From an optimization exercise on the open Yosys and OpenROAD flow, aimed at small area; shortcuts taken in it are not production practice. The RTL was checked by simulation tests, not by an equivalence proof against the original design.

--- run.sh ---
#!/bin/bash
# synth_recipe.tcl (not shown) runs the flow's synth.tcl, then flattens the netlist and writes it again
# the make line also repeats each setting of config.mk as NAME=value (left out here)
make -C /OpenROAD-flow-scripts/flow DESIGN_CONFIG=/design/flow/config.mk WORK_HOME=/design/flow/orfs CLKGATE_MAP_FILE= SYNTH_SCRIPT=/design/flow/synth_recipe.tcl finish
--- config.mk ---
export PLATFORM = sky130hd
export DESIGN_NAME = sin_cos
export DESIGN_NICKNAME = sin_cos
export VERILOG_FILES = /design/flow/design.v
export SDC_FILE = /design/flow/constraint.sdc
export NUM_CORES = 4
export LEC_CHECK = 0
export CAP_MARGIN = 20
export CORE_MARGIN = 2
export CORE_UTILIZATION = 55
export CTS_CLUSTER_DIAMETER = 80
export CTS_CLUSTER_SIZE = 30
export SLEW_MARGIN = 20
--- constraint.sdc ---
create_clock -name core_clock -period 4.5 [get_ports {clk}]
set_input_delay 0.9000 -clock core_clock [delete_from_list [all_inputs] [get_ports {clk}]]
set_output_delay 0.9000 -clock core_clock [all_outputs]
set_load 0.01 [all_outputs]
--- design.v ---
module sin_cos #(
    parameter int Width = 16
) (
    input  logic                    clk,
    input  logic                    rst,
    input  logic                    phase_valid,
    input  logic signed [Width-1:0] phase,
    output logic                    sin_cos_valid,
    output logic signed [Width-1:0] cos,
    output logic signed [Width-1:0] sin
);
    function automatic logic [19:0] add_bk(input logic [19:0] a, input logic [19:0] b,
                                           input logic sub);
        logic [19:0] bb, p, g, gg, pp;
        logic [20:0] c;
        bb = b ^ {20{sub}};
        p  = a ^ bb;
        g  = a & bb;
        gg = g;
        pp = p;
        gg[0] = g[0] | (p[0] & sub);
        for (int l = 1; l < 20; l = l * 2) begin
            for (int j = 2 * l - 1; j < 20; j = j + 2 * l) begin
                gg[j] = gg[j] | (pp[j] & gg[j-l]);
                pp[j] = pp[j] & pp[j-l];
            end
        end
        for (int l = 8; l >= 1; l = l / 2) begin
            for (int j = 3 * l - 1; j < 20; j = j + 2 * l) begin
                gg[j] = gg[j] | (pp[j] & gg[j-l]);
                pp[j] = pp[j] & pp[j-l];
            end
        end
        c[0] = sub;
        for (int j = 0; j < 20; j++) c[j+1] = gg[j];
        add_bk = p ^ c[19:0];
    endfunction
    function automatic logic [19:0] add_ks(input logic [19:0] a, input logic [19:0] b,
                                           input logic sub);
        add_ks = a + (b ^ {20{sub}}) + {19'd0, sub};
    endfunction
    function automatic logic [19:0] add_rc(input logic [19:0] a, input logic [19:0] b,
                                           input logic sub);
        logic [19:0] bb, p, g;
        logic [20:0] c;
        bb = b ^ {20{sub}};
        p  = a ^ bb;
        g  = a & bb;
        c[0] = sub;
        for (int j = 0; j < 20; j++) c[j+1] = g[j] | (p[j] & c[j]);
        add_rc = p ^ c[19:0];
    endfunction
    function automatic logic [19:0] add_la(input logic [19:0] a, input logic [19:0] b,
                                           input logic sub);
        logic [19:0] bb, p, g;
        logic [20:0] c;
        bb = b ^ {20{sub}};
        p  = a ^ bb;
        g  = a & bb;
        c[0] = sub;
        for (int j = 0; j < 20; j += 2) begin
            c[j+1] = g[j] | (p[j] & c[j]);
            c[j+2] = g[j+1] | (p[j+1] & g[j]) | (p[j+1] & p[j] & c[j]);
        end
        add_la = p ^ c[19:0];
    endfunction
    function automatic logic [15:0] round_neg(input logic [19:0] v, input logic neg);
        logic [19:0] s;
        s = (v ^ {20{neg}}) + {16'd0, 1'b1, 2'b00, neg};
        round_neg = s[19:4];
    endfunction
    function automatic logic [15:0] last_round_sx(input logic [19:0] a, input logic [19:0] b,
                                                  input logic sub, input logic neg);
        logic [19:0] aa, bb;
        logic [8:0]  lo;
        logic [12:0] hi;
        logic [2:0]  d;
        aa = a ^ {20{neg}};
        bb = b ^ {20{sub ^ neg}};
        lo = {2'b00, aa[6:0]} + {2'b00, bb[6:0]} + {5'd0, 1'b1, 1'b0, neg & ~sub, sub};
        d  = {1'b0, lo[8:7]} - {2'b00, bb[7]};
        hi = aa[19:7] + {{10{d[2]}}, d};
        last_round_sx = {hi, lo[6:4]};
    endfunction
    function automatic logic [15:0] last_round(input logic [19:0] a, input logic [19:0] b,
                                               input logic sub, input logic neg);
        logic [19:0] s;
        s = (a ^ {20{neg}}) + (b ^ {20{sub ^ neg}}) + {16'd0, 1'b1, 1'b0, neg & ~sub, sub};
        last_round = s[19:4];
    endfunction
    function automatic logic [19:0] add_sx8_6(input logic [19:0] a, input logic [19:0] b,
                                                input logic sub);
        logic [19:0] bb, p, g, gg, pp, s;
        logic [20:0] c;
        logic        bs, inc, dec, all1, all0;
        bb = b ^ {20{sub}};
        p  = a ^ bb;
        g  = a & bb;
        c[0] = sub;
        for (int j = 0; j < 6; j++) c[j+1] = g[j] | (p[j] & c[j]);
        gg = g;
        pp = p;
        for (int l = 1; l < 8 - 6; l = l * 2) begin
            for (int r = 2 * l - 1; r < 8 - 6; r = r + 2 * l) begin
                gg[r+6] = gg[r+6] | (pp[r+6] & gg[r+6-l]);
                pp[r+6] = pp[r+6] & pp[r+6-l];
            end
        end
        for (int l = 8; l >= 1; l = l / 2) begin
            for (int r = 3 * l - 1; r < 8 - 6; r = r + 2 * l) begin
                gg[r+6] = gg[r+6] | (pp[r+6] & gg[r+6-l]);
                pp[r+6] = pp[r+6] & pp[r+6-l];
            end
        end
        for (int j = 6; j < 8; j++) c[j+1] = gg[j] | (pp[j] & c[6]);
        s = p ^ c[19:0];
        bs  = bb[8];
        inc = c[8] & ~bs;
        dec = ~c[8] & bs;
        all1 = 1'b1;
        all0 = 1'b1;
        for (int j = 8; j < 20; j++) begin
            s[j] = a[j] ^ ((inc & all1) | (dec & all0));
            all1 = all1 & a[j];
            all0 = all0 & ~a[j];
        end
        add_sx8_6 = s;
    endfunction
    function automatic logic [19:0] add_sx9_5(input logic [19:0] a, input logic [19:0] b,
                                                input logic sub);
        logic [19:0] bb, p, g, gg, pp, s;
        logic [20:0] c;
        logic        bs, inc, dec, all1, all0;
        bb = b ^ {20{sub}};
        p  = a ^ bb;
        g  = a & bb;
        c[0] = sub;
        for (int j = 0; j < 5; j++) c[j+1] = g[j] | (p[j] & c[j]);
        gg = g;
        pp = p;
        for (int l = 1; l < 9 - 5; l = l * 2) begin
            for (int r = 2 * l - 1; r < 9 - 5; r = r + 2 * l) begin
                gg[r+5] = gg[r+5] | (pp[r+5] & gg[r+5-l]);
                pp[r+5] = pp[r+5] & pp[r+5-l];
            end
        end
        for (int l = 8; l >= 1; l = l / 2) begin
            for (int r = 3 * l - 1; r < 9 - 5; r = r + 2 * l) begin
                gg[r+5] = gg[r+5] | (pp[r+5] & gg[r+5-l]);
                pp[r+5] = pp[r+5] & pp[r+5-l];
            end
        end
        for (int j = 5; j < 9; j++) c[j+1] = gg[j] | (pp[j] & c[5]);
        s = p ^ c[19:0];
        bs  = bb[9];
        inc = c[9] & ~bs;
        dec = ~c[9] & bs;
        all1 = 1'b1;
        all0 = 1'b1;
        for (int j = 9; j < 20; j++) begin
            s[j] = a[j] ^ ((inc & all1) | (dec & all0));
            all1 = all1 & a[j];
            all0 = all0 & ~a[j];
        end
        add_sx9_5 = s;
    endfunction
    function automatic logic [19:0] add_sx10_4(input logic [19:0] a, input logic [19:0] b,
                                                input logic sub);
        logic [19:0] bb, p, g, gg, pp, s;
        logic [20:0] c;
        logic        bs, inc, dec, all1, all0;
        bb = b ^ {20{sub}};
        p  = a ^ bb;
        g  = a & bb;
        c[0] = sub;
        for (int j = 0; j < 4; j++) c[j+1] = g[j] | (p[j] & c[j]);
        gg = g;
        pp = p;
        for (int l = 1; l < 10 - 4; l = l * 2) begin
            for (int r = 2 * l - 1; r < 10 - 4; r = r + 2 * l) begin
                gg[r+4] = gg[r+4] | (pp[r+4] & gg[r+4-l]);
                pp[r+4] = pp[r+4] & pp[r+4-l];
            end
        end
        for (int l = 8; l >= 1; l = l / 2) begin
            for (int r = 3 * l - 1; r < 10 - 4; r = r + 2 * l) begin
                gg[r+4] = gg[r+4] | (pp[r+4] & gg[r+4-l]);
                pp[r+4] = pp[r+4] & pp[r+4-l];
            end
        end
        for (int j = 4; j < 10; j++) c[j+1] = gg[j] | (pp[j] & c[4]);
        s = p ^ c[19:0];
        bs  = bb[10];
        inc = c[10] & ~bs;
        dec = ~c[10] & bs;
        all1 = 1'b1;
        all0 = 1'b1;
        for (int j = 10; j < 20; j++) begin
            s[j] = a[j] ^ ((inc & all1) | (dec & all0));
            all1 = all1 & a[j];
            all0 = all0 & ~a[j];
        end
        add_sx10_4 = s;
    endfunction
    function automatic logic [19:0] add_sx11_4(input logic [19:0] a, input logic [19:0] b,
                                                input logic sub);
        logic [19:0] bb, p, g, gg, pp, s;
        logic [20:0] c;
        logic        bs, inc, dec, all1, all0;
        bb = b ^ {20{sub}};
        p  = a ^ bb;
        g  = a & bb;
        c[0] = sub;
        for (int j = 0; j < 4; j++) c[j+1] = g[j] | (p[j] & c[j]);
        gg = g;
        pp = p;
        for (int l = 1; l < 11 - 4; l = l * 2) begin
            for (int r = 2 * l - 1; r < 11 - 4; r = r + 2 * l) begin
                gg[r+4] = gg[r+4] | (pp[r+4] & gg[r+4-l]);
                pp[r+4] = pp[r+4] & pp[r+4-l];
            end
        end
        for (int l = 8; l >= 1; l = l / 2) begin
            for (int r = 3 * l - 1; r < 11 - 4; r = r + 2 * l) begin
                gg[r+4] = gg[r+4] | (pp[r+4] & gg[r+4-l]);
                pp[r+4] = pp[r+4] & pp[r+4-l];
            end
        end
        for (int j = 4; j < 11; j++) c[j+1] = gg[j] | (pp[j] & c[4]);
        s = p ^ c[19:0];
        bs  = bb[11];
        inc = c[11] & ~bs;
        dec = ~c[11] & bs;
        all1 = 1'b1;
        all0 = 1'b1;
        for (int j = 11; j < 20; j++) begin
            s[j] = a[j] ^ ((inc & all1) | (dec & all0));
            all1 = all1 & a[j];
            all0 = all0 & ~a[j];
        end
        add_sx11_4 = s;
    endfunction
    function automatic logic [19:0] add_sx12_3(input logic [19:0] a, input logic [19:0] b,
                                                input logic sub);
        logic [19:0] bb, p, g, gg, pp, s;
        logic [20:0] c;
        logic        bs, inc, dec, all1, all0;
        bb = b ^ {20{sub}};
        p  = a ^ bb;
        g  = a & bb;
        c[0] = sub;
        for (int j = 0; j < 3; j++) c[j+1] = g[j] | (p[j] & c[j]);
        gg = g;
        pp = p;
        for (int l = 1; l < 12 - 3; l = l * 2) begin
            for (int r = 2 * l - 1; r < 12 - 3; r = r + 2 * l) begin
                gg[r+3] = gg[r+3] | (pp[r+3] & gg[r+3-l]);
                pp[r+3] = pp[r+3] & pp[r+3-l];
            end
        end
        for (int l = 8; l >= 1; l = l / 2) begin
            for (int r = 3 * l - 1; r < 12 - 3; r = r + 2 * l) begin
                gg[r+3] = gg[r+3] | (pp[r+3] & gg[r+3-l]);
                pp[r+3] = pp[r+3] & pp[r+3-l];
            end
        end
        for (int j = 3; j < 12; j++) c[j+1] = gg[j] | (pp[j] & c[3]);
        s = p ^ c[19:0];
        bs  = bb[12];
        inc = c[12] & ~bs;
        dec = ~c[12] & bs;
        all1 = 1'b1;
        all0 = 1'b1;
        for (int j = 12; j < 20; j++) begin
            s[j] = a[j] ^ ((inc & all1) | (dec & all0));
            all1 = all1 & a[j];
            all0 = all0 & ~a[j];
        end
        add_sx12_3 = s;
    endfunction
    function automatic logic [19:0] add_sx13_2(input logic [19:0] a, input logic [19:0] b,
                                                input logic sub);
        logic [19:0] bb, p, g, gg, pp, s;
        logic [20:0] c;
        logic        bs, inc, dec, all1, all0;
        bb = b ^ {20{sub}};
        p  = a ^ bb;
        g  = a & bb;
        c[0] = sub;
        for (int j = 0; j < 2; j++) c[j+1] = g[j] | (p[j] & c[j]);
        gg = g;
        pp = p;
        for (int l = 1; l < 13 - 2; l = l * 2) begin
            for (int r = 2 * l - 1; r < 13 - 2; r = r + 2 * l) begin
                gg[r+2] = gg[r+2] | (pp[r+2] & gg[r+2-l]);
                pp[r+2] = pp[r+2] & pp[r+2-l];
            end
        end
        for (int l = 8; l >= 1; l = l / 2) begin
            for (int r = 3 * l - 1; r < 13 - 2; r = r + 2 * l) begin
                gg[r+2] = gg[r+2] | (pp[r+2] & gg[r+2-l]);
                pp[r+2] = pp[r+2] & pp[r+2-l];
            end
        end
        for (int j = 2; j < 13; j++) c[j+1] = gg[j] | (pp[j] & c[2]);
        s = p ^ c[19:0];
        bs  = bb[13];
        inc = c[13] & ~bs;
        dec = ~c[13] & bs;
        all1 = 1'b1;
        all0 = 1'b1;
        for (int j = 13; j < 20; j++) begin
            s[j] = a[j] ^ ((inc & all1) | (dec & all0));
            all1 = all1 & a[j];
            all0 = all0 & ~a[j];
        end
        add_sx13_2 = s;
    endfunction
    function automatic logic [19:0] add_sx14_1(input logic [19:0] a, input logic [19:0] b,
                                                input logic sub);
        logic [19:0] bb, p, g, gg, pp, s;
        logic [20:0] c;
        logic        bs, inc, dec, all1, all0;
        bb = b ^ {20{sub}};
        p  = a ^ bb;
        g  = a & bb;
        c[0] = sub;
        for (int j = 0; j < 1; j++) c[j+1] = g[j] | (p[j] & c[j]);
        gg = g;
        pp = p;
        for (int l = 1; l < 14 - 1; l = l * 2) begin
            for (int r = 2 * l - 1; r < 14 - 1; r = r + 2 * l) begin
                gg[r+1] = gg[r+1] | (pp[r+1] & gg[r+1-l]);
                pp[r+1] = pp[r+1] & pp[r+1-l];
            end
        end
        for (int l = 8; l >= 1; l = l / 2) begin
            for (int r = 3 * l - 1; r < 14 - 1; r = r + 2 * l) begin
                gg[r+1] = gg[r+1] | (pp[r+1] & gg[r+1-l]);
                pp[r+1] = pp[r+1] & pp[r+1-l];
            end
        end
        for (int j = 1; j < 14; j++) c[j+1] = gg[j] | (pp[j] & c[1]);
        s = p ^ c[19:0];
        bs  = bb[14];
        inc = c[14] & ~bs;
        dec = ~c[14] & bs;
        all1 = 1'b1;
        all0 = 1'b1;
        for (int j = 14; j < 20; j++) begin
            s[j] = a[j] ^ ((inc & all1) | (dec & all0));
            all1 = all1 & a[j];
            all0 = all0 & ~a[j];
        end
        add_sx14_1 = s;
    endfunction
    logic [0:0] fold;
    logic [0:0] s0;
    logic [0:0] s1;
    logic [16:0] c2;
    logic [16:0] z2;
    logic [16:0] z2_q1;
    logic [0:0] s2;
    logic [0:0] s3;
    logic [0:0] s4;
    logic [0:0] s5;
    logic [12:0] c6;
    logic [12:0] z6;
    logic [0:0] s0_q1;
    logic [0:0] s1_q1;
    localparam logic [2559:0] XY_TABLE = 2560'h2d4712d37b2d37fd2b8f2d4712d37b2d37fd2b8f15dd73c2363c238ea2293d3ad1297612977c2c5306dd23f9ec3f9eef922e3703d20ae620ae8c8fc323fec34e7e34e7edc0133fec002f2702f28c0140fef353ffb23ffb4010ca328e2273a6273a8cd71e1d2ec38f2b38f2be2d143f1160ad2a0ad29c0eea0ebb63e4553e455f144a3aa7e1993b1993bc55822a4d73003330031d5b2a2a4d73003330031d5b2a300332a4d72a4d9cffcd300332a4d72a4d9cffcd1993b3aa7e3aa7ee66c53e4550ebb60ebb5c1bab0ad2a3f1163f116f52d638f2b1d2ec1d2ecc70d5273a6328e2328e0d8c593ffb2fef35fef34c004e02f273fec03fec0fd0d834e7e23fec23feccb18220ae63703d3703bdf51a3f9ec06dd206dcfc0614129763d3ad3d3abed68a3c23615dd715dd5c3dca2d37b2d4712d46dd2c862d37b2d4712d46dd2c86;
    logic [19:0] x6;
    logic [19:0] y6;
    logic [12:0] z6_q2;
    logic [18:0] x6_q2;
    wire [19:0] x6_q2_s = {{1{x6_q2[18]}}, x6_q2};
    logic [18:0] y6_q2;
    wire [19:0] y6_q2_s = {{1{y6_q2[18]}}, y6_q2};
    logic [19:0] x7;
    logic [19:0] y7;
    logic [12:0] z6_q3;
    logic [18:0] x7_q3;
    wire [19:0] x7_q3_s = {{1{x7_q3[18]}}, x7_q3};
    logic [18:0] y7_q3;
    wire [19:0] y7_q3_s = {{1{y7_q3[18]}}, y7_q3};
    logic [19:0] x8;
    logic [19:0] y8;
    logic [12:0] z6_q4;
    logic [18:0] x8_q4;
    wire [19:0] x8_q4_s = {{1{x8_q4[18]}}, x8_q4};
    logic [18:0] y8_q4;
    wire [19:0] y8_q4_s = {{1{y8_q4[18]}}, y8_q4};
    logic [19:0] x9;
    logic [19:0] y9;
    logic [12:0] z6_q5;
    logic [19:0] x9_q5;
    logic [18:0] y9_q5;
    wire [19:0] y9_q5_s = {{1{y9_q5[18]}}, y9_q5};
    logic [19:0] x10;
    logic [19:0] y10;
    logic [12:0] z6_q6;
    logic [19:0] x10_q6;
    logic [19:0] y10_q6;
    logic [19:0] x11;
    logic [19:0] y11;
    logic [12:0] z6_q7;
    logic [19:0] x11_q7;
    logic [19:0] y11_q7;
    logic [19:0] x12;
    logic [19:0] y12;
    logic [12:0] z6_q8;
    logic [19:0] x12_q8;
    logic [19:0] y12_q8;
    logic [19:0] x13;
    logic [19:0] y13;
    logic [12:0] z6_q9;
    logic [0:0] fold_q1;
    logic [0:0] fold_q2;
    logic [0:0] fold_q3;
    logic [0:0] fold_q4;
    logic [0:0] fold_q5;
    logic [0:0] fold_q6;
    logic [0:0] fold_q7;
    logic [0:0] fold_q8;
    logic [0:0] fold_q9;
    logic [19:0] x13_q9;
    logic [19:0] y13_q9;
    logic [15:0] cos_r;
    logic [15:0] sin_r;
    logic v1;
    logic v2;
    logic v3;
    logic v4;
    logic v5;
    logic v6;
    logic v7;
    logic v8;
    logic v9;
    wire pa_ge0 = $signed(phase) >= -$signed(16'sd32169);
    wire pa_ge1 = $signed(phase) >= -$signed(16'sd25735);
    wire pa_ge2 = $signed(phase) >= -$signed(16'sd19301);
    wire pa_ge3 = $signed(phase) >= -$signed(16'sd12868);
    wire pa_ge4 = $signed(phase) >= -$signed(16'sd6434);
    wire pa_ge5 = $signed(phase) >= $signed(16'sd0);
    wire pa_ge6 = $signed(phase) >= $signed(16'sd6434);
    wire pa_ge7 = $signed(phase) >= $signed(16'sd12869);
    wire pa_ge8 = $signed(phase) >= $signed(16'sd19302);
    wire pa_ge9 = $signed(phase) >= $signed(16'sd25736);
    wire pa_ge10 = $signed(phase) >= $signed(16'sd32170);
    assign fold = ~(pa_ge3 ^ pa_ge7);
    assign s0 = (pa_ge1 ^ pa_ge3 ^ pa_ge5 ^ pa_ge7 ^ pa_ge9);
    assign s1 = (pa_ge0 ^ pa_ge1 ^ pa_ge2 ^ pa_ge3 ^ pa_ge4 ^ pa_ge5 ^ pa_ge6 ^ pa_ge7 ^ pa_ge8 ^ pa_ge9 ^ pa_ge10);
    assign c2[0] = (pa_ge3 ^ pa_ge7);
    assign c2[1] = ~(pa_ge0 ^ pa_ge1 ^ pa_ge2 ^ pa_ge3 ^ pa_ge4 ^ pa_ge5 ^ pa_ge6 ^ pa_ge8 ^ pa_ge9 ^ pa_ge10);
    assign c2[2] = (pa_ge0 ^ pa_ge1 ^ pa_ge2 ^ pa_ge3 ^ pa_ge4 ^ pa_ge5 ^ pa_ge6);
    assign c2[3] = (pa_ge0 ^ pa_ge1 ^ pa_ge2 ^ pa_ge3 ^ pa_ge4 ^ pa_ge5 ^ pa_ge6 ^ pa_ge7 ^ pa_ge8 ^ pa_ge9 ^ pa_ge10);
    assign c2[4] = (pa_ge0 ^ pa_ge1 ^ pa_ge2 ^ pa_ge3 ^ pa_ge4 ^ pa_ge5 ^ pa_ge6 ^ pa_ge7 ^ pa_ge8 ^ pa_ge9 ^ pa_ge10);
    assign c2[5] = (pa_ge0 ^ pa_ge1 ^ pa_ge2 ^ pa_ge3 ^ pa_ge4 ^ pa_ge5 ^ pa_ge6 ^ pa_ge7 ^ pa_ge8 ^ pa_ge9 ^ pa_ge10);
    assign c2[6] = (pa_ge1 ^ pa_ge3 ^ pa_ge5 ^ pa_ge7 ^ pa_ge9);
    assign c2[7] = (pa_ge1 ^ pa_ge5 ^ pa_ge9);
    assign c2[8] = (pa_ge0 ^ pa_ge2 ^ pa_ge3 ^ pa_ge4 ^ pa_ge5 ^ pa_ge6 ^ pa_ge7 ^ pa_ge8 ^ pa_ge10);
    assign c2[9] = (pa_ge1 ^ pa_ge2 ^ pa_ge3 ^ pa_ge4 ^ pa_ge5 ^ pa_ge6 ^ pa_ge7 ^ pa_ge8 ^ pa_ge9);
    assign c2[10] = (pa_ge0 ^ pa_ge1 ^ pa_ge3 ^ pa_ge5 ^ pa_ge7 ^ pa_ge9 ^ pa_ge10);
    assign c2[11] = ~(pa_ge1 ^ pa_ge2 ^ pa_ge4 ^ pa_ge5 ^ pa_ge6 ^ pa_ge8 ^ pa_ge9);
    assign c2[12] = (pa_ge3 ^ pa_ge4 ^ pa_ge5 ^ pa_ge6 ^ pa_ge7);
    assign c2[13] = (pa_ge0 ^ pa_ge2 ^ pa_ge3 ^ pa_ge5 ^ pa_ge7 ^ pa_ge8 ^ pa_ge10);
    assign c2[14] = ~(pa_ge1 ^ pa_ge2 ^ pa_ge4 ^ pa_ge5 ^ pa_ge6 ^ pa_ge8 ^ pa_ge9);
    assign c2[15] = ~(pa_ge3 ^ pa_ge4 ^ pa_ge5 ^ pa_ge6 ^ pa_ge7);
    assign c2[16] = (pa_ge1 ^ pa_ge3 ^ pa_ge5 ^ pa_ge7 ^ pa_ge9);
    assign z2 = {phase[12:0] + c2[16:4], c2[3:0]};
    wire zb_ge0 = $signed(z2_q1) >= -$signed(17'sd56592);
    wire zb_ge1 = $signed(z2_q1) >= -$signed(17'sd48416);
    wire zb_ge2 = $signed(z2_q1) >= -$signed(17'sd40232);
    wire zb_ge3 = $signed(z2_q1) >= -$signed(17'sd32112);
    wire zb_ge4 = $signed(z2_q1) >= -$signed(17'sd23992);
    wire zb_ge5 = $signed(z2_q1) >= -$signed(17'sd15811);
    wire zb_ge6 = $signed(z2_q1) >= -$signed(17'sd7632);
    wire zb_ge7 = $signed(z2_q1) >= $signed(17'sd0);
    wire zb_ge8 = $signed(z2_q1) >= $signed(17'sd7630);
    wire zb_ge9 = $signed(z2_q1) >= $signed(17'sd15811);
    wire zb_ge10 = $signed(z2_q1) >= $signed(17'sd23992);
    wire zb_ge11 = $signed(z2_q1) >= $signed(17'sd32110);
    wire zb_ge12 = $signed(z2_q1) >= $signed(17'sd40228);
    wire zb_ge13 = $signed(z2_q1) >= $signed(17'sd48416);
    wire zb_ge14 = $signed(z2_q1) >= $signed(17'sd56592);
    assign s2 = zb_ge7;
    assign s3 = (zb_ge3 ^ zb_ge7 ^ zb_ge11);
    assign s4 = (zb_ge1 ^ zb_ge3 ^ zb_ge5 ^ zb_ge7 ^ zb_ge9 ^ zb_ge11 ^ zb_ge13);
    assign s5 = (zb_ge0 ^ zb_ge1 ^ zb_ge2 ^ zb_ge3 ^ zb_ge4 ^ zb_ge5 ^ zb_ge6 ^ zb_ge7 ^ zb_ge8 ^ zb_ge9 ^ zb_ge10 ^ zb_ge11 ^ zb_ge12 ^ zb_ge13 ^ zb_ge14);
    assign c6[0] = 1'b1;
    assign c6[1] = (zb_ge0 ^ zb_ge2 ^ zb_ge3 ^ zb_ge4 ^ zb_ge6 ^ zb_ge7 ^ zb_ge8 ^ zb_ge10 ^ zb_ge11 ^ zb_ge12 ^ zb_ge14);
    assign c6[2] = ~(zb_ge1 ^ zb_ge2 ^ zb_ge4 ^ zb_ge5 ^ zb_ge7 ^ zb_ge9 ^ zb_ge10 ^ zb_ge12 ^ zb_ge13);
    assign c6[3] = ~(zb_ge1 ^ zb_ge4 ^ zb_ge7 ^ zb_ge10 ^ zb_ge13);
    assign c6[4] = (zb_ge3 ^ zb_ge5 ^ zb_ge7 ^ zb_ge9 ^ zb_ge11);
    assign c6[5] = (zb_ge1 ^ zb_ge5 ^ zb_ge7 ^ zb_ge9 ^ zb_ge13);
    assign c6[6] = (zb_ge5 ^ zb_ge7 ^ zb_ge9);
    assign c6[7] = (zb_ge3 ^ zb_ge7 ^ zb_ge11);
    assign c6[8] = ~(zb_ge7);
    assign c6[9] = zb_ge7;
    assign c6[10] = ~(zb_ge7);
    assign c6[11] = ~(zb_ge7);
    assign c6[12] = zb_ge7;
    assign z6 = z2_q1[12:0] + c6;
    assign {x6, y6} = XY_TABLE[{s5, s4, s3, s2, s1_q1, s0_q1} * 40 +: 40];
    assign x7 = add_sx14_1(x6_q2_s, $signed(y6_q2_s) >>> 6, ~z6_q2[12]);
    assign y7 = add_sx14_1(y6_q2_s, $signed(x6_q2_s) >>> 6, z6_q2[12]);
    assign x8 = add_sx13_2(x7_q3_s, $signed(y7_q3_s) >>> 7, z6_q3[11]);
    assign y8 = add_sx13_2(y7_q3_s, $signed(x7_q3_s) >>> 7, ~z6_q3[11]);
    assign x9 = add_sx12_3(x8_q4_s, $signed(y8_q4_s) >>> 8, z6_q4[10]);
    assign y9 = add_sx12_3(y8_q4_s, $signed(x8_q4_s) >>> 8, ~z6_q4[10]);
    assign x10 = add_sx11_4(x9_q5, $signed(y9_q5_s) >>> 9, z6_q5[9]);
    assign y10 = add_sx11_4(y9_q5_s, $signed(x9_q5) >>> 9, ~z6_q5[9]);
    assign x11 = add_sx10_4(x10_q6, $signed(y10_q6) >>> 10, z6_q6[8]);
    assign y11 = add_sx10_4(y10_q6, $signed(x10_q6) >>> 10, ~z6_q6[8]);
    assign x12 = add_sx9_5(x11_q7, $signed(y11_q7) >>> 11, z6_q7[7]);
    assign y12 = add_sx9_5(y11_q7, $signed(x11_q7) >>> 11, ~z6_q7[7]);
    assign x13 = add_sx8_6(x12_q8, $signed(y12_q8) >>> 12, z6_q8[6]);
    assign y13 = add_sx8_6(y12_q8, $signed(x12_q8) >>> 12, ~z6_q8[6]);
    assign cos_r = last_round(x13_q9, $signed(y13_q9) >>> 13, z6_q9[5], fold_q9);
    assign sin_r = last_round(y13_q9, $signed(x13_q9) >>> 13, ~z6_q9[5], fold_q9);
    always_ff @(posedge clk) begin
        z2_q1 <= z2;
        s0_q1 <= s0;
        s1_q1 <= s1;
        z6_q2 <= z6;
        x6_q2 <= x6[18:0];
        y6_q2 <= y6[18:0];
        z6_q3 <= z6_q2;
        x7_q3 <= x7[18:0];
        y7_q3 <= y7[18:0];
        z6_q4 <= z6_q3;
        x8_q4 <= x8[18:0];
        y8_q4 <= y8[18:0];
        z6_q5 <= z6_q4;
        x9_q5 <= x9;
        y9_q5 <= y9[18:0];
        z6_q6 <= z6_q5;
        x10_q6 <= x10;
        y10_q6 <= y10;
        z6_q7 <= z6_q6;
        x11_q7 <= x11;
        y11_q7 <= y11;
        z6_q8 <= z6_q7;
        x12_q8 <= x12;
        y12_q8 <= y12;
        z6_q9 <= z6_q8;
        fold_q1 <= fold;
        fold_q2 <= fold_q1;
        fold_q3 <= fold_q2;
        fold_q4 <= fold_q3;
        fold_q5 <= fold_q4;
        fold_q6 <= fold_q5;
        fold_q7 <= fold_q6;
        fold_q8 <= fold_q7;
        fold_q9 <= fold_q8;
        x13_q9 <= x13;
        y13_q9 <= y13;
        cos <= cos_r;
        sin <= sin_r;
    end
    always_ff @(posedge clk) begin
        if (rst) begin
            v1 <= 1'b0;
            v2 <= 1'b0;
            v3 <= 1'b0;
            v4 <= 1'b0;
            v5 <= 1'b0;
            v6 <= 1'b0;
            v7 <= 1'b0;
            v8 <= 1'b0;
            v9 <= 1'b0;
            sin_cos_valid <= 1'b0;
        end else begin
            v1 <= phase_valid;
            v2 <= v1;
            v3 <= v2;
            v4 <= v3;
            v5 <= v4;
            v6 <= v5;
            v7 <= v6;
            v8 <= v7;
            v9 <= v8;
            sin_cos_valid <= v9;
        end
    end
endmodule
==> notes.md, run 1 <==
- I/O pin count: 52
- Diodes inserted: 0
- Detailed placer's ending HPWL: 49,300 um
- Non-Filler Instances: 3,570
- CP bufs+invs: 3
- Slew headroom: 52.4%
- Syn_area_per_cell: 8.93 sq um
- Final setup viols: 0
- #FFs+latches synth: 418
- Layout Utilization: 62.4%
- Number of vias per cell: 5.59
- YS warnings: 113
- Nets: 3,261
- Grt ovf: 0
- Slew Limit Fails: 0
- Longest Clk Path Bufs: 3
- Largest net degree at the start of global routing: 62
- 1st-iter DRT viols: 1,367
- CTS tree: done
- Die area: 47,900 sq um
- CTS Buf Count: 23
- Fin crit share: 97.5%
- Critical-path maximum fanout: 7
- Status: no timing/DRC/antenna violations
- Post-DRT Antenna Nets: 0
- Synthesized area: 25,400 sq um
- IO Port Bufs: 51
- Critical path launch point type: input port
- Yosys cell types: 84
- Area grow syn2layout: 11.9%
- CTS root buffer: clkbuf_16
- Gr usage total: 27.0%
- Crit Path Class: in -> reg
- Register area share after synthesis: 33.0%
- CP max stage delay: 0.44 ns
- Hold Path Class: reg -> reg
- Slowest cell on crit path: clkdlybuf4s50_1
- DRC Markers: 0
- First-pass DRT Iterations: 6
- Min Tclk post-route: 4.39 ns
- Post-placement setup slack: -0.896 ns
- Final Hold Violating Endpoints: 0
- CP delay by family, top: compound AO/OA/AOI/OAI gates
- Placed insts: 3,493
- Vias in the first global route: 19,900
- Chip height: 219 um
- Number of max-cap violations: 0
- Latest clock arrival within the worst-skew pair: 0.57 ns
- Ys flop type: dfxtp_1
- EDFF count, synth: 0
- First-pass GRT wire length: 104,000 um
- Drt wl/cell: 18.1 um
- Syn Inst Count: 2,842
- Crit path DAT: 4.87 ns
- Layout cells sized above 1: 11.2%
- Worst setup EP type: flop
- GP Congestion: 0.984
- H-tree Lvls: 1
- Die X: 219 um
- Final wirelength: 64,600 um
- Starting Density: 55.8%
- Standard-cell rows: 78
- Synth Net Count: 3,149
- Fmax: 0.228 GHz
- Initial antenna violation count: 1
- Worst clock skew: 0.0174 ns
- Async S/R FF share, synth: 0%
- Worst setup margin: 0.113 ns
- Clk slew on worst S/H paths: 0.10 ns
- Sink Count: 418
- DR vias: 20,000
- Crit path cell chain: clkdlybuf4s50_1 > buf_6 > a211o_1 > a311oi_2 > buf_4 > nor2_1 > o31a_1 > a21boi_4 > ha_2 > fa_2 > a21o_1 > a21oi_2 > o21bai_1 > a21oi_2 > nor2b_1 > o21a_1 > o31a_1 > o41ai_2 > xnor2_1
- Core area: 45,500 sq um
- Critical Path RT: 4.99 ns
- Slew @ Worst Pin: 0.714 ns
-- timing repair --
item	4_1_cts	5_1_grt
setup buffers	26	10
hold buffers	0	0
resized for setup	16	100
pin swaps	14	33
setup endpoints to repair	7	48
gates cloned	0	0
-- layout by cell type, fill, tap and decap left out, types with 10 or more instances in the layout --
master           synthesis  layout
or2_2                   18      19
a21o_1                  16      16
clkdlybuf4s50_1          0      42
a21oi_1                133     128
ha_1                   235     231
nor2b_1                 37      36
nand3_1                 36      36
mux2_2                  14      14
and2_1                  20      20
nor2_1                 255     246
o31ai_1                 12      12
fa_2                     0      13
a21boi_0                22      14
buf_4                    1     157
fa_1                    53      40
a211oi_1                18      17
o21ai_1                  6      14
nand4_1                 14      14
mux2i_1                 64      64
o211ai_1                10      10
or3_1                   16      14
o22ai_1                 12      12
inv_1                  187     187
clkbuf_16                0      23
xnor2_1                239     239
o21a_1                  36      36
nand2_1                191     191
and3_1                  19      17
xor2_1                 188     187
dfxtp_1                418     404
nor3_1                  80      72
nand2b_1                54      54
a31oi_1                 36      36
o21ai_0                137     129
-- cell type report --
type	count	area, sq um
inverter	192	721
clock inverter	16	203
fill	3893	17100
timing repair buffer	213	1760
sequential	418	8400
multi-input combinational	2106	16000
clock buffer	25	593
tap	600	751
-- final timing paths --
kind,startpoint,endpoint,slack (ns),cells past startpoint
setup reg to reg,z6_q8[6],y13_q9[18],0.17,17
setup / recovery,phase[8],z2_q1[16],0.11,19
hold / removal,z6_q2[6],z6_q3[6],0.32,0
hold reg to reg,z6_q2[6],z6_q3[6],0.32,0
-- kinds of logic after synthesis --
logic type               Yosys count  synth area share [%]
AND/OR/NAND/NOR                  766                  14.1
AO/OA/AOI/OAI                    547                  14.1
XOR/XNOR                         427                  14.7
flip-flops                       418                  33.0
buffers and inverters            318                  5.17
adder cells (fa/ha/maj)          288                  15.8
multiplexers                      78                  3.15
-- synthesized netlist by cell type, types with 7 or more instances --
master	n	area share [%]
a211o_1	9	0.31
a211oi_1	18	0.53
a21boi_0	22	0.65
a21o_1	16	0.47
a21oi_1	133	2.6
a22oi_1	7	0.21
a31oi_1	36	0.89
a41oi_1	9	0.31
and2_1	20	0.49
and3_1	19	0.47
buf_1	18	0.27
buf_2	11	0.22
buf_6	7	0.31
clkbuf_1	86	1.3
dfxtp_1	418	33
fa_1	53	4.2
ha_1	235	12
inv_1	187	2.8
mux2_2	14	0.62
mux2i_1	64	2.5
nand2_1	191	2.8
nand2b_1	54	1.3
nand3_1	36	0.71
nand4_1	14	0.35
nor2_1	255	3.8
nor2b_1	37	0.91
nor3_1	80	1.6
nor3b_1	9	0.27
o211a_1	7	0.28
o211ai_1	10	0.30
o21a_1	36	1.1
o21ai_0	137	2.7
o21bai_1	10	0.30
o22ai_1	12	0.30
o31a_1	9	0.31
o31ai_1	12	0.36
or2_2	18	0.44
or3_1	16	0.39
xnor2_1	239	8.2
xor2_1	188	6.5
-- metal layers --
layer | GRT usage, % | wire (um)
met5 | 0 | 10
met2 | 46.0 | 30500
met3 | 2.72 | 2940
met1 | 36.1 | 29200
met4 | 7.82 | 1890
-- registers in the layout (all words and copies together), names as in the netlist, 4 cells and up --
name    flops
z6_q3       7
x9_q5      20
x6_q2      19
y7_q3      19
y9_q5      19
x8_q4      19
y12_q8     20
sin        16
y10_q6     20
z6_q2       8
y6_q2      19
x7_q3      19
y11_q7     20
z6_q5       5
z2_q1      17
x11_q7     20
y8_q4      19
cos        16
z6_q6       4
y13_q9     20
x13_q9     20
z6_q4       6
x10_q6     20
x12_q8     20
-- metrics by stage --
stage	TNS, ns	instance area, sq um	hold WS, ns
after floorplan	-0.136	25400	0.310
after global placement	-3.93	27100	0.310
after detailed placement	-4.25	27100	0.312
after CTS	0	28100	0.312
after global routing	-0.141	28400	0.318
final	0	28400	0.317
==> run 2: changes to the inputs <==
--- a/design.v
+++ b/design.v
@@ -242,3 +242,3 @@
     endfunction
-    function automatic logic [19:0] add_sx12_3(input logic [19:0] a, input logic [19:0] b,
+    function automatic logic [19:0] add_sx12_4(input logic [19:0] a, input logic [19:0] b,
                                                 input logic sub);
@@ -251,9 +251,9 @@
         c[0] = sub;
-        for (int j = 0; j < 3; j++) c[j+1] = g[j] | (p[j] & c[j]);
+        for (int j = 0; j < 4; j++) c[j+1] = g[j] | (p[j] & c[j]);
         gg = g;
         pp = p;
-        for (int l = 1; l < 12 - 3; l = l * 2) begin
-            for (int r = 2 * l - 1; r < 12 - 3; r = r + 2 * l) begin
-                gg[r+3] = gg[r+3] | (pp[r+3] & gg[r+3-l]);
-                pp[r+3] = pp[r+3] & pp[r+3-l];
+        for (int l = 1; l < 12 - 4; l = l * 2) begin
+            for (int r = 2 * l - 1; r < 12 - 4; r = r + 2 * l) begin
+                gg[r+4] = gg[r+4] | (pp[r+4] & gg[r+4-l]);
+                pp[r+4] = pp[r+4] & pp[r+4-l];
             end
@@ -261,8 +261,8 @@
         for (int l = 8; l >= 1; l = l / 2) begin
-            for (int r = 3 * l - 1; r < 12 - 3; r = r + 2 * l) begin
-                gg[r+3] = gg[r+3] | (pp[r+3] & gg[r+3-l]);
-                pp[r+3] = pp[r+3] & pp[r+3-l];
+            for (int r = 3 * l - 1; r < 12 - 4; r = r + 2 * l) begin
+                gg[r+4] = gg[r+4] | (pp[r+4] & gg[r+4-l]);
+                pp[r+4] = pp[r+4] & pp[r+4-l];
             end
         end
-        for (int j = 3; j < 12; j++) c[j+1] = gg[j] | (pp[j] & c[3]);
+        for (int j = 4; j < 12; j++) c[j+1] = gg[j] | (pp[j] & c[4]);
         s = p ^ c[19:0];
@@ -278,5 +278,5 @@
         end
-        add_sx12_3 = s;
+        add_sx12_4 = s;
     endfunction
-    function automatic logic [19:0] add_sx13_2(input logic [19:0] a, input logic [19:0] b,
+    function automatic logic [19:0] add_sx13_4(input logic [19:0] a, input logic [19:0] b,
                                                 input logic sub);
@@ -289,9 +289,9 @@
         c[0] = sub;
-        for (int j = 0; j < 2; j++) c[j+1] = g[j] | (p[j] & c[j]);
+        for (int j = 0; j < 4; j++) c[j+1] = g[j] | (p[j] & c[j]);
         gg = g;
         pp = p;
-        for (int l = 1; l < 13 - 2; l = l * 2) begin
-            for (int r = 2 * l - 1; r < 13 - 2; r = r + 2 * l) begin
-                gg[r+2] = gg[r+2] | (pp[r+2] & gg[r+2-l]);
-                pp[r+2] = pp[r+2] & pp[r+2-l];
+        for (int l = 1; l < 13 - 4; l = l * 2) begin
+            for (int r = 2 * l - 1; r < 13 - 4; r = r + 2 * l) begin
+                gg[r+4] = gg[r+4] | (pp[r+4] & gg[r+4-l]);
+                pp[r+4] = pp[r+4] & pp[r+4-l];
             end
@@ -299,8 +299,8 @@
         for (int l = 8; l >= 1; l = l / 2) begin
-            for (int r = 3 * l - 1; r < 13 - 2; r = r + 2 * l) begin
-                gg[r+2] = gg[r+2] | (pp[r+2] & gg[r+2-l]);
-                pp[r+2] = pp[r+2] & pp[r+2-l];
+            for (int r = 3 * l - 1; r < 13 - 4; r = r + 2 * l) begin
+                gg[r+4] = gg[r+4] | (pp[r+4] & gg[r+4-l]);
+                pp[r+4] = pp[r+4] & pp[r+4-l];
             end
         end
-        for (int j = 2; j < 13; j++) c[j+1] = gg[j] | (pp[j] & c[2]);
+        for (int j = 4; j < 13; j++) c[j+1] = gg[j] | (pp[j] & c[4]);
         s = p ^ c[19:0];
@@ -316,5 +316,5 @@
         end
-        add_sx13_2 = s;
+        add_sx13_4 = s;
     endfunction
-    function automatic logic [19:0] add_sx14_1(input logic [19:0] a, input logic [19:0] b,
+    function automatic logic [19:0] add_sx14_4(input logic [19:0] a, input logic [19:0] b,
                                                 input logic sub);
@@ -327,9 +327,9 @@
         c[0] = sub;
-        for (int j = 0; j < 1; j++) c[j+1] = g[j] | (p[j] & c[j]);
+        for (int j = 0; j < 4; j++) c[j+1] = g[j] | (p[j] & c[j]);
         gg = g;
         pp = p;
-        for (int l = 1; l < 14 - 1; l = l * 2) begin
-            for (int r = 2 * l - 1; r < 14 - 1; r = r + 2 * l) begin
-                gg[r+1] = gg[r+1] | (pp[r+1] & gg[r+1-l]);
-                pp[r+1] = pp[r+1] & pp[r+1-l];
+        for (int l = 1; l < 14 - 4; l = l * 2) begin
+            for (int r = 2 * l - 1; r < 14 - 4; r = r + 2 * l) begin
+                gg[r+4] = gg[r+4] | (pp[r+4] & gg[r+4-l]);
+                pp[r+4] = pp[r+4] & pp[r+4-l];
             end
@@ -337,8 +337,8 @@
         for (int l = 8; l >= 1; l = l / 2) begin
-            for (int r = 3 * l - 1; r < 14 - 1; r = r + 2 * l) begin
-                gg[r+1] = gg[r+1] | (pp[r+1] & gg[r+1-l]);
-                pp[r+1] = pp[r+1] & pp[r+1-l];
+            for (int r = 3 * l - 1; r < 14 - 4; r = r + 2 * l) begin
+                gg[r+4] = gg[r+4] | (pp[r+4] & gg[r+4-l]);
+                pp[r+4] = pp[r+4] & pp[r+4-l];
             end
         end
-        for (int j = 1; j < 14; j++) c[j+1] = gg[j] | (pp[j] & c[1]);
+        for (int j = 4; j < 14; j++) c[j+1] = gg[j] | (pp[j] & c[4]);
         s = p ^ c[19:0];
@@ -354,3 +354,3 @@
         end
-        add_sx14_1 = s;
+        add_sx14_4 = s;
     endfunction
@@ -504,8 +504,8 @@
     assign {x6, y6} = XY_TABLE[{s5, s4, s3, s2, s1_q1, s0_q1} * 40 +: 40];
-    assign x7 = add_sx14_1(x6_q2_s, $signed(y6_q2_s) >>> 6, ~z6_q2[12]);
-    assign y7 = add_sx14_1(y6_q2_s, $signed(x6_q2_s) >>> 6, z6_q2[12]);
-    assign x8 = add_sx13_2(x7_q3_s, $signed(y7_q3_s) >>> 7, z6_q3[11]);
-    assign y8 = add_sx13_2(y7_q3_s, $signed(x7_q3_s) >>> 7, ~z6_q3[11]);
-    assign x9 = add_sx12_3(x8_q4_s, $signed(y8_q4_s) >>> 8, z6_q4[10]);
-    assign y9 = add_sx12_3(y8_q4_s, $signed(x8_q4_s) >>> 8, ~z6_q4[10]);
+    assign x7 = add_sx14_4(x6_q2_s, $signed(y6_q2_s) >>> 6, ~z6_q2[12]);
+    assign y7 = add_sx14_4(y6_q2_s, $signed(x6_q2_s) >>> 6, z6_q2[12]);
+    assign x8 = add_sx13_4(x7_q3_s, $signed(y7_q3_s) >>> 7, z6_q3[11]);
+    assign y8 = add_sx13_4(y7_q3_s, $signed(x7_q3_s) >>> 7, ~z6_q3[11]);
+    assign x9 = add_sx12_4(x8_q4_s, $signed(y8_q4_s) >>> 8, z6_q4[10]);
+    assign y9 = add_sx12_4(y8_q4_s, $signed(x8_q4_s) >>> 8, ~z6_q4[10]);
     assign x10 = add_sx11_4(x9_q5, $signed(y9_q5_s) >>> 9, z6_q5[9]);
==> run 2 against run 1 <==
Compared with the run above:
- largest cell class unchanged
- routed wire length is 2.6% lower
- sequential share of layout area is 0.23 points higher
- highest routed layer is now met4
- setup slack better by 0.11 ns
==> notes.md, run 2 <==
- Status: no timing/DRC/antenna violations
- Fmax: 0.234 GHz
- Vias in the first global route: 19,500
- Crit Path Class: reg -> reg
- Yosys cell types: 82
- Commonest cells in the synthesized netlist: 418 x dfxtp_1, 248 x nor2_1, 226 x xnor2_1
- R2r startpoint: z6_q7[7]
- Die X: 217 um
- Critical path launch point type: flop
- H-tree Lvls: 1
- Crit path cell chain: xnor2_1 > fa_1 > fa_1 > fa_1 > fa_1 > nor2b_1 > o21ai_0 > nand2b_1 > and2_1 > o21ai_0 > nand2b_1 > ha_2 > nand2_1 > nor2_4 > nand3_1 > nor2_2 > nand4_1 > o41ai_1 > xor2_1
- Crit path DAT: 4.76 ns
- Most used standard cell by instance count after synthesis: dfxtp_1
- Commonest non-fill, non-tap cell in the layout: dfxtp_1
- Gr usage total: 26.5%
- Worst setup margin: 0.219 ns
- CTS Buf Count: 25
- First-pass GRT wire length: 102,000 um
- Longest Clk Path Bufs: 3
- EDFF count, synth: 0
- First-pass DRT Iterations: 6
- Post-CTS Hold Fix Bufs: 0
- Drt wl/cell: 17.7 um
- Largest net degree at the start of global routing: 76
- Nets: 3,235
- Synth top area share: 33.5%
- Critical Path RT: 4.98 ns
- Slowest cell on crit path: fa_1
- Detailed placer's ending HPWL: 48,200 um
- Chip height: 217 um
- Final Hold Violating Endpoints: 0
- Latest clock arrival within the worst-skew pair: 0.57 ns
- GP Congestion: 0.931
- Final hold slack: 0.312 ns
- Cell accounting for the most synthesized area: dfxtp_1
- CTS root buffer: clkbuf_16
- Ys flop type: dfxtp_1
- Final setup viols: 0
- Post-placement setup slack: -0.737 ns
- Crit path from: z6_q7[7]
- Initial antenna violation count: 0
- Diodes inserted: 0
- #FFs+latches synth: 418
- Area grow syn2layout: 12.9%
- Number of vias per cell: 5.52
- YS warnings: 113
- Ranking of synthesized cells by area: dfxtp_1 34%, ha_1 11%, xnor2_1 7.9%
- Number of max-cap violations: 0
- Critical-path maximum fanout: 7
- Worst clock skew: 0.0211 ns
- Post-DRT Antenna Nets: 0
- Layout cells sized above 1: 10.8%
- Synthesized area: 25,000 sq um
- DRC Markers: 0
- Slew @ Worst Pin: 0.897 ns
- Worst setup EP type: flop
- DR vias: 19,600
- Final wirelength: 62,900 um
- Standard-cell rows: 78
- Core area: 45,100 sq um
- Grt ovf: 0
- I/O pin count: 52
- Die area: 47,100 sq um
- Slew headroom: 40.2%
- Cell with the most instances on the worst path: fa_1
- Clk slew on worst S/H paths: 0.10 ns
- Async S/R FF share, synth: 0%
- IO Port Bufs: 51
- Sink Count: 418
- Hold_sp: fold_q1
- Syn Inst Count: 2,819
- Starting Density: 55.4%
- Syn_area_per_cell: 8.85 sq um
- Filler cell count: 3,914
- Fin crit share: 95.1%
- Hold Path Class: reg -> reg
- CP max stage delay: 0.42 ns
- CTS tree: done
- Register area share after synthesis: 33.5%
- 1st-iter DRT viols: 1,229
- Slew Limit Fails: 0
- Min Tclk post-route: 4.28 ns
- Synth Net Count: 3,126
- Commonest cells after routing, fill and taps aside: 403 x dfxtp_1, 235 x nor2_1, 225 x xnor2_1
[run 2: logic make-up (layout without fill, tap and decap cells)]
group           Yosys count  in the layout  synth area share, %
flops                   418            418                 33.5
mux                      31             31                 1.65
buf+inv                 352            479                 5.45
simple gates            778            778                 14.6
compound gates          541            541                 13.9
fa+ha+maj               288            288                 16.4
xor+xnor                411            411                 14.5
[run 2: per-stage QoR]
| step | instances | TNS, ns | area (sq um) | util, % |
|---|---|---|---|---|
| after floorplan | 2819 | 0 | 25000 | - |
| after global placement | 3489 | -3.26 | 26900 | 59.7 |
| after detailed placement | 3489 | -3.88 | 26900 | 59.7 |
| after CTS | 3534 | 0 | 27800 | 61.7 |
| after global routing | 3546 | -0.215 | 28200 | 62.5 |
| final | 3546 | 0 | 28200 | 62.5 |
[run 2: routing by layer]
layer | up-vias | part of all wire, % | track usage (%)
met1 | 9311 | 46 | 35.8
met4 | 0 | 2.8 | 7.60
met2 | 445 | 47 | 45.0
met3 | 118 | 4.3 | 2.74
met5 | - | 0 | 0
li1 | 9696 | - | -
[run 2: area by class of cell]
class / instances / area (sq um) / share of cell area [%]
clock buffer: 25 / 626 / 2.22
clock inverter: 20 / 267 / 0.946
inverter: 218 / 818 / 2.90
multi-input combinational: 2049 / 15500 / 55.0
sequential: 418 / 8400 / 29.8
tap: 600 / 751 / 2.66
timing repair buffer: 216 / 1820 / 6.48
[run 2: path summary, 6_finish.rpt]
check | to | slack [ns] | cells after the start
max | x12_q8[19] | 0.22 | 19
min | fold_q2 | 0.31 | 0
max reg2reg | x12_q8[19] | 0.22 | 19
min reg2reg | fold_q2 | 0.31 | 0
[run 2: worst max-delay path: cells and delay by family (launching register included)]
family	cells	cell delay, ns
DFF	1	0.40
and+or+nand+nor	9	1.21
adders and majority gates	5	1.85
xor gates and xnor gates	2	0.42
AOI/OAI and AO/OA	3	0.30
[run 2: what timing repair did]
item / 4_1_cts / 5_1_grt
pin swaps: 0 / 23
setup endpoints to repair: 16 / 64
setup buffers: 0 / 11
gates resized for setup: 14 / 103
==> run 3: changes to the inputs <==
--- a/config.mk
+++ b/config.mk
@@ -9,5 +9,7 @@
 export CORE_MARGIN = 2
-export CORE_UTILIZATION = 55
+export CORE_UTILIZATION = 62
+export CTS_BUF_LIST = sky130_fd_sc_hd__clkbuf_8 sky130_fd_sc_hd__clkbuf_16
 export CTS_CLUSTER_DIAMETER = 80
 export CTS_CLUSTER_SIZE = 30
+export PLACE_DENSITY = 0.7
 export SLEW_MARGIN = 20
==> run 3 against run 2 <==
Compared with the run above:
- core utilization rose by 7.2 points
- sequential share of layout area rose by 0.55 points
- hold slack better by 0.011 ns
- setup slack worse by 0.014 ns
- sequential cell count unchanged
- critical path type unchanged
- count of clock-buffer cells in the layout shrank 3
- largest cell class unchanged
- die area down 11%
- design area is 1.7% lower
==> notes.md, run 3 <==
- Status: no timing/DRC/antenna violations
- Largest net degree at the start of global routing: 59
- Worst setup margin: 0.205 ns
- First-pass GRT wire length: 101,000 um
- Clk slew on worst S/H paths: 0.11 ns
- Final hold slack: 0.323 ns
- Hold Path Class: reg -> reg
- Crit path cell chain: buf_4 > nor2_1 > a21oi_1 > fa_2 > fa_2 > fa_2 > fa_2 > fa_2 > nor2b_1 > o21ai_0 > nand2b_1 > ha_1 > nand3_1 > nor2_2 > and3_1 > and4_1 > nand3_1 > o21ai_0 > xor2_1
- First-pass DRT Iterations: 7
- Critical Path RT: 4.99 ns
- Crit Path Class: reg -> reg
- Number of max-cap violations: 0
- Syn Inst Count: 2,819
- Finished Cell Area: 27,700 sq um
- Critical Path Stages: 19
- Syn_area_per_cell: 8.85 sq um
- Async S/R FF share, synth: 0%
- Area grow syn2layout: 10.9%
- Critical path launch point type: flop
- Crit path DAT: 4.79 ns
- Detailed placer's ending HPWL: 47,500 um
- Slew Limit Fails: 0
- Ys flop type: dfxtp_1
- H-tree Lvls: 1
- 1st-iter DRT viols: 1,313
- Synth top area share: 33.5%
- Die area: 41,900 sq um
- Fin crit share: 95.4%
- Cell accounting for the most synthesized area: dfxtp_1
- CP bufs+invs: 1
- Layout cells sized above 1: 9.70%
- I/O pin count: 52
- #FFs+latches synth: 418
- Wl on met1: 27,600 um
- Critical-path maximum fanout: 7
- R2r startpoint: z6_q8[6]
- Die X: 205 um
- Filler cell count: 3,045
- Uppermost layer routed: met5
- CP max stage delay: 0.41 ns
- Post-placement setup slack: -0.716 ns
- Synth Net Count: 3,126
- Min Tclk post-route: 4.29 ns
- Sink Count: 418
- Drt wl/cell: 18.1 um
- Diodes inserted: 0
- Slew headroom: 43.9%
- DRC Markers: 0
- Longest Clk Path Bufs: 3
- CP delay by family, top: adder cells
- Slew @ Worst Pin: 0.841 ns
- Setup TNS: 0 ns
- Grt ovf: 0
- Yosys cell types: 82
- RSZ-0062 raised after global routing: true
- Most used standard cell by instance count after synthesis: dfxtp_1
- CTS root buffer: clkbuf_16
- Core area: 39,700 sq um
- Post-DRT Antenna Nets: 0
- Metal2 WL: 29,700 um
- Ranking of synthesized cells by area: dfxtp_1 34%, ha_1 11%, xnor2_1 7.9%
- Hold depth: 0
- CTS tree: done
- Fmax: 0.233 GHz
- Synthesized area: 25,000 sq um
- Final wirelength: 62,500 um
- Final setup viols: 0
- Initial antenna violation count: 1
- Met3 routed WL: 3000 um
- GP Congestion: 0.972
- Standard-cell rows: 73
- Chip height: 205 um
- Final Hold Violating Endpoints: 0
- Post-DP Area: 26,700 sq um
- Reg2Reg Depth: 19
- Commonest cells in the synthesized netlist: 418 x dfxtp_1, 248 x nor2_1, 226 x xnor2_1
- CTS Buf Count: 21
- Worst clock skew: 0.0324 ns
- DR vias: 19,800
- EDFF count, synth: 0
- Hold_sp: z6_q6[5]
- Cell with the most instances on the worst path: fa_2
- Nets: 3,212
- Vias in the first global route: 19,700
- R2R Setup Slk: 0.21 ns
- IO Port Bufs: 51
- Crit path from: z6_q8[6]
- YS warnings: 113
- Worst setup EP type: flop
- Latest clock arrival within the worst-skew pair: 0.57 ns
- Starting Density: 62.8%
- Number of vias per cell: 5.74
- Commonest cells after routing, fill and taps aside: 401 x dfxtp_1, 235 x nor2_1, 224 x xnor2_1
- Gr usage total: 29.5%
- Commonest non-fill, non-tap cell in the layout: dfxtp_1
- Slowest cell on crit path: fa_2
- Register area share after synthesis: 33.5%
[run 3: path summary, 6_finish.rpt]
| path | endpoint |
|---|---|
| max | y13_q9[18] |
| min | z6_q7[5] |
| max reg2reg | y13_q9[18] |
| min reg2reg | z6_q7[5] |
[run 3: worst register-to-register path, stage by stage, from the launching register on]
cell and delay (ns):
dfxtp_4 0.39, buf_4 0.18, nor2_1 0.10, a21oi_1 0.06
fa_2 0.35, fa_2 0.35, fa_2 0.36, fa_2 0.36
fa_2 0.41, nor2b_1 0.12, o21ai_0 0.08, nand2b_1 0.10
ha_1 0.19, nand3_1 0.11, nor2_2 0.15, and3_1 0.22
and4_1 0.29, nand3_1 0.10, o21ai_0 0.12, xor2_1 0.16
[run 3: logic make-up (layout without fill, tap and decap cells)]
kind of cell	after synthesis	in the layout	share of synthesized area [%]
xor+xnor	411	411	14.5
flops	418	418	33.5
compound gates	541	541	13.9
simple gates	778	778	14.6
fa+ha+maj	288	288	16.4
mux	31	31	1.65
buf+inv	352	452	5.45
[run 3: what timing repair did]
item	CTS	global route
setup endpoints to repair	21	65
gates resized for setup	11	91
gates cloned	0	0
endpoints found under the hold margin	0	0
buffers inserted	0	7
pin swaps	0	17
hold buffers	0	0
[run 3: final cells by class]
class | instances | area [sq um] | area share (%)
Sequential cell | 418 | 8400 | 30.4
Timing Repair Buffer | 197 | 1640 | 5.94
Inverter | 218 | 818 | 2.96
Clock inverter | 15 | 170 | 0.615
Tap cell | 525 | 657 | 2.37
Multi-Input combinational cell | 2049 | 15400 | 55.8
Clock buffer | 22 | 539 | 1.95
[run 3: metrics by stage]
| stage | cells | utilization, % |
|---|---|---|
| floorplan | 2819 | - |
| global placement | 3400 | 67.2 |
| detailed placement | 3400 | 67.2 |
| CTS | 3437 | 69.0 |
| global route | 3444 | 69.7 |
| finish | 3444 | 69.7 |
[run 3: per-layer routing]
metal	up-vias	GRT usage, %
met2	542	50.2
met1	9397	39.1
met4	2	10.2
met5	-	0
li1	9668	-
met3	150	3.07
==> run 4: changes to the inputs <==
--- a/config.mk
+++ b/config.mk
@@ -10,3 +10,2 @@
 export CORE_UTILIZATION = 62
-export CTS_BUF_LIST = sky130_fd_sc_hd__clkbuf_8 sky130_fd_sc_hd__clkbuf_16
 export CTS_CLUSTER_DIAMETER = 80
==> run 4 against run 3 <==
Compared with the run above:
- setup slack is essentially flat
- global-route usage is the same
- still clean on timing, DRC and antenna
==> notes.md, run 4 <==
- CP delay by family, top: adder cells
- CTS Buf Count: 21
- DR vias: 19,800
- Fmax: 0.233 GHz
- Slew headroom: 43.9%
- Met3 routed WL: 3050 um
- Slew @ Worst Pin: 0.842 ns
- Commonest cells after routing, fill and taps aside: 401 x dfxtp_1, 235 x nor2_1, 224 x xnor2_1
- Synth Net Count: 3,126
- Hold Path Class: reg -> reg
- Starting Density: 62.8%
- Number of max-cap violations: 0
- GP Congestion: 0.972
- Commonest cells in the synthesized netlist: 418 x dfxtp_1, 248 x nor2_1, 226 x xnor2_1
- Worst setup EP type: flop
- Wl on met1: 27,500 um
- DRC Markers: 0
- Reg2Reg Depth: 19
- Critical Path Stages: 19
- Yosys cell types: 82
- Sink Count: 418
- Synthesized area: 25,000 sq um
- Area grow syn2layout: 10.9%
- Ys flop type: dfxtp_1
- Grt ovf: 0
- Crit Path Class: reg -> reg
- H-tree Lvls: 1
- Final Hold Violating Endpoints: 0
- Uppermost layer routed: met5
- Ranking of synthesized cells by area: dfxtp_1 34%, ha_1 11%, xnor2_1 7.9%
- Number of vias per cell: 5.73
- Synth top area share: 33.5%
- Status: no timing/DRC/antenna violations
- Diodes inserted: 0
- Slowest cell on crit path: fa_2
- #FFs+latches synth: 418
- Layout Utilization: 69.7%
- Final setup viols: 0
- Chip height: 205 um
- Longest Clk Path Bufs: 3
- Fin crit share: 95.4%
- Most used standard cell by instance count after synthesis: dfxtp_1
- CTS tree: done
- Syn_area_per_cell: 8.85 sq um
- Final wirelength: 62,500 um
- Layout cells sized above 1: 9.70%
- Commonest non-fill, non-tap cell in the layout: dfxtp_1
- Hold depth: 0
- Crit path cell chain: buf_4 > nor2_1 > a21oi_1 > fa_2 > fa_2 > fa_2 > fa_2 > fa_2 > nor2b_1 > o21ai_0 > nand2b_1 > ha_1 > nand3_1 > nor2_2 > and3_1 > and4_1 > nand3_1 > o21ai_0 > xor2_1
- CP bufs+invs: 1
- Min Tclk post-route: 4.29 ns
- Core area: 39,700 sq um
- Standard-cell rows: 73
- Critical Path RT: 4.99 ns
- Die area: 41,900 sq um
- Die X: 205 um
- CP max stage delay: 0.41 ns
- First-pass GRT wire length: 101,000 um
- Cell accounting for the most synthesized area: dfxtp_1
- CTS root buffer: clkbuf_16
- I/O pin count: 52
- Final hold slack: 0.323 ns
- Cell with the most instances on the worst path: fa_2
- Detailed placer's ending HPWL: 47,500 um
- Vias in the first global route: 19,700
- Slew Limit Fails: 0
- Gr usage total: 29.5%
- Largest net degree at the start of global routing: 59
- Post-DRT Antenna Nets: 0
- IO Port Bufs: 51
- Syn Inst Count: 2,819
- Critical path launch point type: flop
- Worst clock skew: 0.0336 ns
- Register area share after synthesis: 33.5%
- First-pass DRT Iterations: 5
- Latest clock arrival within the worst-skew pair: 0.57 ns
- RSZ-0062 raised after global routing: true
- Metal2 WL: 29,800 um
- YS warnings: 113
- EDFF count, synth: 0
- Post-CTS Hold Fix Bufs: 0
- Drt wl/cell: 18.1 um
- Initial antenna violation count: 1
- Clk slew on worst S/H paths: 0.11 ns
- Async S/R FF share, synth: 0%
- 1st-iter DRT viols: 1,319
- Crit path DAT: 4.78 ns
- Critical-path maximum fanout: 7
- Nets: 3,212
==> run 4: cells by family after synthesis <==
logic type / after synthesis / synth area share [%]
xor+xnor: 411 / 14.5
compound gates: 541 / 13.9
mux: 31 / 1.65
fa+ha+maj: 288 / 16.4
buf+inv: 352 / 5.45
flops: 418 / 33.5
simple gates: 778 / 14.6
==> run 4: cell type report <==
cell class / count / area [sq um]
clock buffer: 25 / 551
clock inverter: 12 / 159
fill: 3045 / 12000
inverter: 218 / 818
multi-input combinational: 2049 / 15400
sequential: 418 / 8400
tap: 525 / 657
timing repair buffer: 197 / 1640
==> run 4: metrics by stage <==
stage               cell area, sq um  setup TNS, ns  cells  worst slack [ns]
finish                         27700              0   3444             0.205
global route                   27700         -0.151   3444           -0.0649
CTS                            27400              0   3437           0.00783
detailed placement             26700          -3.30   3400            -0.716
global placement               26700          -2.67   3400            -0.608
floorplan                      25000              0   2819           0.00659
==> run 4: final timing paths <==
kind         startpoint    endpoint  slack (ns)
max reg2reg    z6_q8[6]  y13_q9[18]        0.21
max            z6_q8[6]  y13_q9[18]        0.21
min reg2reg    z6_q6[5]    z6_q7[5]        0.32
min            z6_q6[5]    z6_q7[5]        0.32
==> run 4: timing repair <==
action / CTS / global route
pin swaps: 0 / 17
setup buffers: 0 / 7
gates resized for setup: 11 / 91
endpoints found under the setup margin: 21 / 65
==> run 4: worst register-to-register path, cell delays in order, from the launching register on <==
cell and delay [ns]:
dfxtp_4 0.39, buf_4 0.18, nor2_1 0.10, a21oi_1 0.06, fa_2 0.35, fa_2 0.35
fa_2 0.36, fa_2 0.36, fa_2 0.41, nor2b_1 0.12, o21ai_0 0.08, nand2b_1 0.10
ha_1 0.19, nand3_1 0.11, nor2_2 0.15, and3_1 0.22, and4_1 0.29, nand3_1 0.10
o21ai_0 0.12, xor2_1 0.16
==> run 4: metal layers <==
layer / up-vias / global-route usage, %
li1: 9668 / -
met2: 549 / 50.2
met5: - / 0
met4: 2 / 10.2
met1: 9390 / 39.1
met3: 141 / 3.07

[what the ideal ports hide]
The flow's constraints put no driver on any port. The routed layouts listed below were extracted and timed again, unchanged, in two steps.
Step 1 sets driving cells, clkbuf_16 on the clock port and buf_2 on the other inputs (assumed; they add their load-dependent delay and slew).
Step 2 moves the port delays by t, midway between the first and last clock arrival at a register: inputs arrive t later, outputs are due t later. That takes back most of the time a late clock gives input paths.
Slacks: no drivers / after step 1 / after step 2; pairs: no drivers / after step 1.
run | shift t [ns] | setup WS [ns] | hold WS [ns] | pins driven straight from the clock port
run 1 | 0.617 | 0.113 / 0.147 / -0.470 | 0.317 / 0.317 / 0.317 | 1
run 2 | 0.623 | 0.219 / 0.219 / -0.359 | 0.312 / 0.312 / 0.312 | 1
run 3 | 0.618 | 0.205 / 0.205 / -0.356 | 0.323 / 0.323 / 0.323 | 1
run 4 | 0.617 | 0.205 / 0.205 / -0.355 | 0.323 / 0.323 / 0.323 | 1
Met with ideal ports but missed after step 2: setup timing in every run listed. The setup slack of run 1, which loses most, moves by +0.034 ns with the drivers and by -0.583 ns with both steps.
